Context: an optimization exercise on an open-source flow, tuned for a short achievable clock period and few clock cycles. The choices shown serve that exercise and are no tape-out recipe.
Function was checked by simulation only, so behaviour that the tests miss may differ from the original.
No activity file was given, so power comes from the tool's default toggle rates.

[design/flow/run.sh]
#!/bin/bash
# synth_recipe.tcl (not shown) runs the flow's synth.tcl, then flattens the netlist and writes it again
# the make line also repeats each setting of config.mk as NAME=value (left out here)
make -C /OpenROAD-flow-scripts/flow DESIGN_CONFIG=/design/flow/config.mk WORK_HOME=/design/flow/orfs CLKGATE_MAP_FILE= SYNTH_SCRIPT=/design/flow/synth_recipe.tcl finish
[design/flow/config.mk]
export PLATFORM = sky130hd
export DESIGN_NAME = processor
export DESIGN_NICKNAME = processor
export VERILOG_FILES = /design/flow/design.v
export SDC_FILE = /design/flow/constraint.sdc
export NUM_CORES = 4
export LEC_CHECK = 0
export ABC_CLOCK_PERIOD_IN_PS = 3000
export CAP_MARGIN = 20
export CORE_MARGIN = 2
export CORE_UTILIZATION = 40
export SETUP_SLACK_MARGIN = 5
export SLEW_MARGIN = 20
export TNS_END_PERCENT = 100
[design/flow/constraint.sdc]
create_clock -name core_clock -period 10.0 [get_ports {clock}]
set_input_delay 2.0000 -clock core_clock [delete_from_list [all_inputs] [get_ports {clock}]]
set_output_delay 2.0000 -clock core_clock [all_outputs]
set_load 0.01 [all_outputs]
[design/flow/design.v]
package proc_pkg;
    localparam int word_width     = 32;
    localparam int reg_addr_width = 5;
    localparam logic [4:0] op_rtype = 5'd0;
    localparam logic [4:0] op_j     = 5'd1;
    localparam logic [4:0] op_bne   = 5'd2;
    localparam logic [4:0] op_jal   = 5'd3;
    localparam logic [4:0] op_jr    = 5'd4;
    localparam logic [4:0] op_addi  = 5'd5;
    localparam logic [4:0] op_blt   = 5'd6;
    localparam logic [4:0] op_sw    = 5'd7;
    localparam logic [4:0] op_lw    = 5'd8;
    localparam logic [4:0] op_setx  = 5'd21;
    localparam logic [4:0] op_bex   = 5'd22;
endpackage
`timescale 1ns/1ps
import proc_pkg::*;
module processor (
    input  logic        clock,
    input  logic        reset,
    output logic [31:0] address_imem,
    input  logic [31:0] q_imem,
    output logic [31:0] address_dmem,
    output logic [31:0] data,
    output logic        wren,
    input  logic [31:0] q_dmem
);
    logic [31:0] pc, ras;
    logic        fd_valid, fd_pred_taken;
    logic        fd_uses_rs, fd_uses_b, fd_use_imm, fd_writes;
    logic [4:0]  fd_b, fd_dest;
    logic [31:0] fd_ir, fd_pc1, fd_ras;
    logic        dx_valid;
    logic        dx_add, dx_sub, dx_and, dx_or, dx_sll, dx_sra, dx_addi, dx_mem;
    logic        dx_lw, dx_sw, dx_bne, dx_blt, dx_bex, dx_jr, dx_const_op, dx_we;
    logic        dx_pred_taken;
    logic [31:0] dx_a, dx_opb, dx_b, dx_const, dx_alt, dx_ras;
    logic [4:0]  dx_shamt, dx_dest;
    logic [1:0]  dx_code;
    logic        fa_m, fa_x, fa_w;
    logic        fo_m, fo_x, fo_w;
    logic        fb_m, fb_x, fb_w;
    logic        xm_we, xm_exc, xm_lw, xm_wren;
    logic [4:0]  xm_dest;
    logic [1:0]  xm_code;
    logic [31:0] xm_alu, xm_sd;
    logic        mw_we;
    logic [4:0]  mw_dest;
    logic [31:0] mw_result;
    logic [31:0] regs [1:31];
    logic        stall, redirect;
    logic [31:0] redirect_pc;
    logic [4:0]  f_op, f_rd, f_rt;
    logic [31:0] pc1, f_btgt, f_jtgt;
    logic        f_is_br, f_is_jd, f_is_jr, f_r;
    assign address_imem = pc;
    assign f_op = q_imem[31:27];
    assign f_rd = q_imem[26:22];
    assign f_rt = q_imem[16:12];
    assign f_r  = f_op == op_rtype;
    assign pc1  = pc + 32'd1;
    logic [16:0] kg [0:5];
    logic [16:0] kp [0:5];
    logic [16:0] f_lo;
    logic [14:0] f_hi, f_hi_p, f_hi_m;
    always_comb begin
        kg[0] = pc1[16:0] & q_imem[16:0];
        kp[0] = pc1[16:0] ^ q_imem[16:0];
        for (int k = 0; k < 5; k++) begin
            for (int i = 0; i < 17; i++) begin
                if (i >= (1 << k)) begin
                    kg[k+1][i] = kg[k][i] | (kp[k][i] & kg[k][i - (1 << k)]);
                    kp[k+1][i] = kp[k][i] & kp[k][i - (1 << k)];
                end else begin
                    kg[k+1][i] = kg[k][i];
                    kp[k+1][i] = kp[k][i];
                end
            end
        end
        f_lo = kp[0] ^ {kg[5][15:0], 1'b0};
    end
    assign f_hi_p = pc1[31:17] + 15'd1;
    assign f_hi_m = pc1[31:17] - 15'd1;
    assign f_hi   = (q_imem[16] == kg[5][16]) ? pc1[31:17] : kg[5][16] ? f_hi_p : f_hi_m;
    assign f_btgt = {f_hi, f_lo};
    assign f_jtgt = {5'd0, q_imem[26:0]};
    assign f_is_jd = f_op == op_j || f_op == op_jal || f_op == op_bex;
    assign f_is_br = f_op == op_bne || (f_op == op_blt && q_imem[16]);
    assign f_is_jr = f_op == op_jr;
    logic        s_red, s_hold, s_norm;
    logic [31:0] pc_d;
    assign s_red  = !reset && redirect;
    assign s_hold = !reset && !redirect && stall;
    assign s_norm = !reset && !redirect && !stall;
    assign pc_d = ({32{s_red}} & redirect_pc) |
                  ({32{s_hold}} & pc) |
                  ({32{s_norm && f_is_br}} & f_btgt) |
                  ({32{s_norm && f_is_jd}} & f_jtgt) |
                  ({32{s_norm && f_is_jr}} & ras) |
                  ({32{s_norm && !f_is_br && !f_is_jd && !f_is_jr}} & pc1);
    always_ff @(posedge clock) begin
        pc <= pc_d;
        if (reset)
            ras <= '0;
        else if (f_op == op_jal)
            ras <= pc1;
        if (reset || redirect)
            fd_valid <= 1'b0;
        else if (!stall)
            fd_valid <= 1'b1;
    end
    always_ff @(posedge clock) begin
        if (!stall) begin
            fd_ir         <= q_imem;
            fd_pc1        <= pc1;
            fd_ras        <= ras;
            fd_pred_taken <= f_is_br || f_is_jd || f_is_jr;
            fd_uses_rs    <= f_r || f_op == op_addi || f_op == op_sw || f_op == op_lw ||
                             f_op == op_bne || f_op == op_blt;
            fd_uses_b     <= f_r || f_op == op_sw || f_op == op_bne || f_op == op_blt ||
                             f_op == op_jr || f_op == op_bex;
            fd_use_imm    <= f_op == op_addi || f_op == op_sw || f_op == op_lw;
            fd_b          <= f_r ? f_rt : (f_op == op_bex) ? 5'd30 : f_rd;
            fd_writes     <= f_r || f_op == op_addi || f_op == op_lw || f_op == op_jal ||
                             f_op == op_setx;
            fd_dest       <= (f_op == op_jal) ? 5'd31 : (f_op == op_setx) ? 5'd30 : f_rd;
        end
    end
    logic [4:0]  d_op, d_rs, d_fn;
    logic [31:0] d_imm, d_ra, d_rb;
    logic        d_r, d_go, d_we;
    logic        xm_we_act;
    logic [4:0]  xm_dest_act;
    assign d_op  = fd_ir[31:27];
    assign d_rs  = fd_ir[21:17];
    assign d_fn  = fd_ir[6:2];
    assign d_imm = {{15{fd_ir[16]}}, fd_ir[16:0]};
    assign d_r   = d_op == op_rtype;
    assign d_we  = fd_writes && fd_dest != 5'd0;
    assign d_ra = (d_rs == 5'd0) ? 32'd0 :
                  (mw_we && mw_dest == d_rs) ? mw_result : regs[d_rs];
    assign d_rb = (fd_b == 5'd0) ? 32'd0 :
                  (mw_we && mw_dest == fd_b) ? mw_result : regs[fd_b];
    assign stall = fd_valid && dx_valid && dx_lw && dx_dest != 5'd0 &&
                   ((fd_uses_rs && d_rs == dx_dest) || (fd_uses_b && fd_b == dx_dest));
    assign d_go = fd_valid && !stall && !redirect;
    assign xm_we_act   = xm_we || xm_exc;
    assign xm_dest_act = xm_exc ? 5'd30 : xm_dest;
    logic dx_fwd_m, dx_fwd_x;
    assign dx_fwd_m = dx_valid && dx_we && !dx_lw;
    assign dx_fwd_x = dx_valid && (dx_add || dx_sub || dx_addi);
    always_ff @(posedge clock) begin
        dx_valid    <= !reset && d_go;
        dx_add      <= d_r && d_fn == 5'd0;
        dx_sub      <= d_r && d_fn == 5'd1;
        dx_and      <= d_r && d_fn == 5'd2;
        dx_or       <= d_r && d_fn == 5'd3;
        dx_sll      <= d_r && d_fn == 5'd4;
        dx_sra      <= d_r && d_fn == 5'd5;
        dx_addi     <= d_op == op_addi;
        dx_mem      <= d_op == op_lw || d_op == op_sw;
        dx_lw       <= d_op == op_lw;
        dx_sw       <= d_op == op_sw;
        dx_bne      <= d_op == op_bne;
        dx_blt      <= d_op == op_blt;
        dx_bex      <= d_op == op_bex;
        dx_jr       <= d_op == op_jr;
        dx_const_op <= d_op == op_jal || d_op == op_setx;
        dx_we       <= d_we;
        dx_dest     <= fd_dest;
        dx_shamt    <= fd_ir[11:7];
        dx_code     <= (d_op == op_addi) ? 2'd2 : (d_fn == 5'd1) ? 2'd3 : 2'd1;
        dx_a        <= d_ra;
        dx_opb      <= fd_use_imm ? d_imm : d_rb;
        dx_b        <= d_rb;
        dx_const    <= (d_op == op_jal) ? fd_pc1 : {5'd0, fd_ir[26:0]};
        dx_alt      <= fd_pred_taken ? fd_pc1 : fd_pc1 + d_imm;
        dx_pred_taken <= fd_pred_taken;
        dx_ras      <= fd_ras;
        fa_m <= dx_fwd_m && d_rs != 5'd0 && d_rs == dx_dest;
        fa_x <= dx_fwd_x && d_rs == 5'd30;
        fa_w <= xm_we_act && d_rs != 5'd0 && d_rs == xm_dest_act;
        fo_m <= !fd_use_imm && dx_fwd_m && fd_b != 5'd0 && fd_b == dx_dest;
        fo_x <= !fd_use_imm && dx_fwd_x && fd_b == 5'd30;
        fo_w <= !fd_use_imm && xm_we_act && fd_b != 5'd0 && fd_b == xm_dest_act;
        fb_m <= dx_fwd_m && fd_b != 5'd0 && fd_b == dx_dest;
        fb_x <= dx_fwd_x && fd_b == 5'd30;
        fb_w <= xm_we_act && fd_b != 5'd0 && fd_b == xm_dest_act;
    end
    logic [31:0] x_a, x_opb, x_b, x_code32;
    logic [31:0] x_sum, x_diff, x_result;
    logic        x_ovf_add, x_ovf_sub, x_exc, x_taken, x_cond;
    assign x_code32 = {30'd0, xm_code};
    assign x_a   = xm_exc ? (fa_x ? x_code32 : fa_w ? mw_result : dx_a) :
                            (fa_m ? xm_alu   : fa_w ? mw_result : dx_a);
    assign x_opb = xm_exc ? (fo_x ? x_code32 : fo_w ? mw_result : dx_opb) :
                            (fo_m ? xm_alu   : fo_w ? mw_result : dx_opb);
    assign x_b   = xm_exc ? (fb_x ? x_code32 : fb_w ? mw_result : dx_b) :
                            (fb_m ? xm_alu   : fb_w ? mw_result : dx_b);
    assign x_sum  = x_a + x_opb;
    assign x_diff = x_a - x_opb;
    always_comb begin
        x_result = '0;
        if (dx_add || dx_addi || dx_mem) x_result = x_sum;
        if (dx_sub)      x_result = x_diff;
        if (dx_and)      x_result = x_a & x_opb;
        if (dx_or)       x_result = x_a | x_opb;
        if (dx_sll)      x_result = x_a << dx_shamt;
        if (dx_sra)      x_result = $signed(x_a) >>> dx_shamt;
        if (dx_const_op) x_result = dx_const;
    end
    assign x_ovf_add = (x_a[31] == x_opb[31]) && (x_sum[31] != x_a[31]);
    assign x_ovf_sub = (x_a[31] != x_opb[31]) && (x_diff[31] != x_a[31]);
    assign x_exc     = dx_valid && (((dx_add || dx_addi) && x_ovf_add) || (dx_sub && x_ovf_sub));
    assign x_cond  = dx_bne || dx_blt || dx_bex;
    assign x_taken = (dx_bne && x_b != x_a) ||
                     (dx_blt && $signed(x_b) < $signed(x_a)) ||
                     (dx_bex && x_b != 32'd0);
    assign redirect    = dx_valid && ((x_cond && x_taken != dx_pred_taken) ||
                                      (dx_jr && x_b != dx_ras));
    assign redirect_pc = dx_jr ? x_b : dx_alt;
    always_ff @(posedge clock) begin
        xm_we   <= !reset && dx_valid && dx_we;
        xm_exc  <= !reset && x_exc;
        xm_lw   <= !reset && dx_valid && dx_lw;
        xm_wren <= !reset && dx_valid && dx_sw;
        xm_dest <= dx_dest;
        xm_code <= dx_code;
        xm_alu  <= x_result;
        xm_sd   <= x_b;
    end
    assign address_dmem = xm_alu;
    assign data         = xm_sd;
    assign wren         = xm_wren;
    always_ff @(posedge clock) begin
        mw_we     <= !reset && xm_we_act;
        mw_dest   <= xm_dest_act;
        mw_result <= xm_lw ? q_dmem : xm_exc ? x_code32 : xm_alu;
    end
    always_ff @(posedge clock) begin
        if (reset) begin
            for (int i = 1; i < 32; i++)
                regs[i] <= '0;
        end else if (mw_we) begin
            regs[mw_dest] <= mw_result;
        end
    end
endmodule
==> flow_metrics.env <==
export IMPL_syn_area_um2=86400
export IMPL_syn_inst=6840
export IMPL_path_cells="clkbuf_8, mux2_4, a2bb2oi_2, inv_1, ha_1, nor3_1, or3b_1, a21o_1, a211o_1, o22a_1, xnor2_1, a211oi_1, o21ai_0, a21oi_2, o31ai_1"
export IMPL_synth_main_ff_cell="edfxtp_1"
export IMPL_dr_pass1_iters=7
export IMPL_maxSlewHeadroom_pct=0.6346
export IMPL_fin_crit_ns=4.998
export IMPL_fillers=19026
export IMPL_worstSetupPathType="flop to flop"
export IMPL_clockBufferDepth=3
export IMPL_so_faults="capacitance limit"
export IMPL_nNetsFinal=7021
export IMPL_power_density_nw_per_um2=183.9
export IMPL_drcViolationCount=0
export IMPL_r2r_cells=15
export IMPL_cp_arrival_ns=5.69
export IMPL_die_area_um2=219700
export IMPL_place_gp_congestion=1.004
export IMPL_cts_sinks=1554
export IMPL_skew_ns=0.07481
export IMPL_final_util_pct=45.64
export IMPL_post_drt_wl_per_cell_um=33.26
export IMPL_ir_worst_vdd_mv=0.1886
export IMPL_ioPinCount=163
export IMPL_ys_warn_count=3
export IMPL_dp_hpwl_um=217000
export IMPL_antenna_found_initial=21
export IMPL_die_x_um=468.8
export IMPL_area_growth_synth_to_final_pct=13.36
export IMPL_drv_cap=1
export IMPL_grt_usage_pct=28.97
export IMPL_seq_area_um2=42530
export IMPL_clkLatencyLatePin_ns=0.84
export IMPL_holdWs_ns=0.3305
export IMPL_setup_viol=0
export IMPL_fin_total_pwr_mw=18.01
export IMPL_largest_reg_flops=1024
export IMPL_timing_final_crit_share_pct=49.98
export IMPL_cts_clk_slew_worst_paths_ns=0.07
export IMPL_yosysTopAreaCell="edfxtp_1"
export IMPL_root_buffer="clkbuf_16"
export IMPL_grt_max_degree=114
export IMPL_rsz0062_at_grt="yes"
export IMPL_postCtsHoldBufs=0
export IMPL_clockPowerShare_pct=34.6
export IMPL_startpoint_type="flop"
export IMPL_timing_fmax_ghz=0.2001
export IMPL_rows=170
export IMPL_power_switching_share_pct=31.78
export IMPL_setup_tns_ns=0
export IMPL_start_util_pct=40.26
export IMPL_hp_class="flop to flop"
export IMPL_die_h_um=468.8
export IMPL_multi_input_area_um2=42330
export IMPL_worst_slew_pin_slew_ns=1.489
export IMPL_drt_total_wl_um=324400
export IMPL_yosys_area_top_type_share_pct=39.45
export IMPL_hold_viol_final=0
export IMPL_routed_via_density=6.248
export IMPL_core_um2=214600
export IMPL_ys_ff_latch=1554
export IMPL_place_area_um2=91100
export IMPL_rrSetupSlack_ns=5.00
export IMPL_drt_iter0_drc=7884
export IMPL_async_flop_share_pct=0
export IMPL_syn_area_per_cell_um2=12.63
export IMPL_synth_area_leaders="edfxtp_1 (39%), mux4_2 (17%), dfxtp_1 (9.7%)"
export IMPL_vias=60947
export IMPL_htree_levels=4
export IMPL_whs_endpoint="xm_code[0]"
export IMPL_setup_worst_path_end_class="flop"
export IMPL_holdPathStages=0
export IMPL_grt_overflow_total=0
export IMPL_holdCritStartpoint="dx_code[0]"
export IMPL_timing_rr_start="fa_m"
export IMPL_largest_register="regs"
export IMPL_ys_seq_area_share_pct=49.15
export IMPL_worstPathMaxFanout=24
export IMPL_numCtsBuffers=168
export IMPL_reg2reg_to="xm_alu[17]"
export IMPL_grt_pass1_wl_um=453800
export IMPL_slowest_stage="or3b_1"
export IMPL_ant_nets=0
export IMPL_synth_edff_count=1135
export IMPL_drive_gt1_share_pct=22.05
export IMPL_seq_power_share_pct=43.1
export IMPL_required_ns=10.69
export IMPL_synth_cell_types=95
export IMPL_synth_net_count=7088
export IMPL_grt_pass1_vias=59892
export IMPL_slowest_delay_ns=0.49
export IMPL_power_share_combinational_pct=22.3
export IMPL_yosys_top_cells_count="edfxtp_1 (1135), and2_1 (1015), mux4_2 (649), clkbuf_1 (488), dfxtp_1 (419)"
export IMPL_slew_violations=0
export IMPL_fin_area_um2=97950
export IMPL_internal_power_mw=12.29
export IMPL_cts_tree="done"
export IMPL_io_buffers=162
export IMPL_leakage_nw=35.73
export IMPL_status="failed layout checks"
export IMPL_p_sw_mw=5.724
export IMPL_yosysMostFrequentCell="edfxtp_1"
power by group through the flow:
stage	clock, mW	combinational, mW	sequential [mW]
2_1_floorplan	0	2.33	7.63
3_5_place_dp	0	3.83	7.86
6_report	6.23	4.02	7.76
3_3_place_gp	0	3.81	7.85
5_1_grt	6.54	4.22	7.78
4_1_cts	6.30	3.89	7.74
area by class of cell:
type / count / share of cell area (%)
Timing Repair Buffer: 374 / 3.624
Inverter: 150 / 0.5863
Clock buffer: 226 / 4.703
Sequential cell: 1554 / 43.42
Antenna cell: 9 / 0.02299
Multi-Input combinational cell: 4525 / 43.21
Clock inverter: 79 / 0.7997
Tap cell: 2838 / 3.625
per-stage QoR:
| step | instances | setup WS, ns |
|---|---|---|
| floorplan | 6840 | 5.013 |
| global placement | 9398 | 3.591 |
| detailed placement | 9405 | 3.694 |
| CTS | 9728 | 4.915 |
| global route | 9748 | 4.957 |
| finish | 9755 | 5.002 |
what timing repair did:
action	4_1_cts	5_1_grt
buffers inserted	15	13
resized for setup	108	86
endpoints found under the setup margin	91	84
pin swaps	7	21
hold endpoints to repair	0	0
cloned	3	5
layout by cell type, fill, tap and decap left out, types with 22 or more instances in the layout:
cell type           n
edfxtp_1         1135
and2_1           1014
mux4_2            649
dfxtp_1           393
nor2_1            316
nand2_1           306
mux2i_1           231
o21ai_0           201
buf_4             186
a21oi_1           184
clkbuf_16         175
ha_1              160
clkdlybuf4s50_1   148
mux2_2            146
a211oi_1          138
inv_1             134
nor3_1             86
nand3_1            77
xor2_1             74
xnor2_1            65
o21a_1             47
a21o_1             46
o211ai_1           45
clkbuf_1           44
or2_2              43
nor2b_1            38
a22oi_1            35
nor2_4             35
clkinv_1           32
nor4_1             29
a31oi_1            25
nand2b_1           24
or3_1              24
o31ai_1            24
clkinv_2           24
and3_1             23
nand4_1            22
a221oi_1           22
layer usage:
| layer | vias up | wire length, um | part of all wire [%] | track usage, % |
|---|---|---|---|---|
| met5 | - | 13 | 0.0040 | 0 |
| met4 | 2 | 17710 | 5.5 | 13.54 |
| met1 | 31309 | 124000 | 38 | 37.06 |
| met2 | 3197 | 155900 | 48 | 47.75 |
| met3 | 737 | 26830 | 8.3 | 5.159 |
| li1 | 25702 | - | - | - |
worst max-delay path: cells and delay by family (launching register included):
family,cells,cell delay [ns]
AOI/OAI and AO/OA,8,2.35
and+or+nand+nor,2,0.75
buffers and inverters,2,0.54
muxes,1,0.42
DFF,1,0.33
adders and majority gates,1,0.28
xor gates and xnor gates,1,0.14
worst max path at each step:
stage / from / slack (ns) / depth (start not counted) / end
global placement: xm_exc / 3.59 / 15 / pc[1]
global route: fo_w / 4.96 / 18 / xm_alu[18]
floorplan: q_imem[1] / 5.01 / 16 / pc[23]
finish: fa_m / 5.00 / 15 / xm_alu[17]
detailed placement: xm_exc / 3.69 / 16 / xm_alu[30]
CTS: xm_exc / 4.92 / 16 / xm_alu[30]
cells by family after synthesis:
family	after synthesis	synth area share, %
DFF	1554	49.15
adders and majority gates	182	2.670
and+or+nand+nor	2107	13.27
buffers and inverters	765	3.444
xor gates and xnor gates	146	1.497
muxes	1037	21.63
AOI/OAI and AO/OA	1049	8.337
Testbench counts, summed over its fixed seeds: cycles 40,684.

## what the ideal ports hide
Ports are ideal in the flow. The routed layout listed here was re-timed in OpenROAD. Step 1 sets driving cells, clkbuf_16 on the clock port and buf_2 on the other inputs (assumed; they add their load-dependent delay and slew). Step 2, shift: input delay + t, output delay - t, t = (earliest + latest rising clock arrival at the registers) / 2. This alone moves slack from input paths to output paths. Three values: ideal ports, drivers, drivers and shift; two values: the first two.
shift t [ns]: 0.897
setup WS [ns]: 5.002 / 5.002 / 4.213
clock arrival spread, ns: 0.077 / 0.077
The setup slack of this run moves by 0.000 ns with the drivers and by -0.789 ns with both steps.
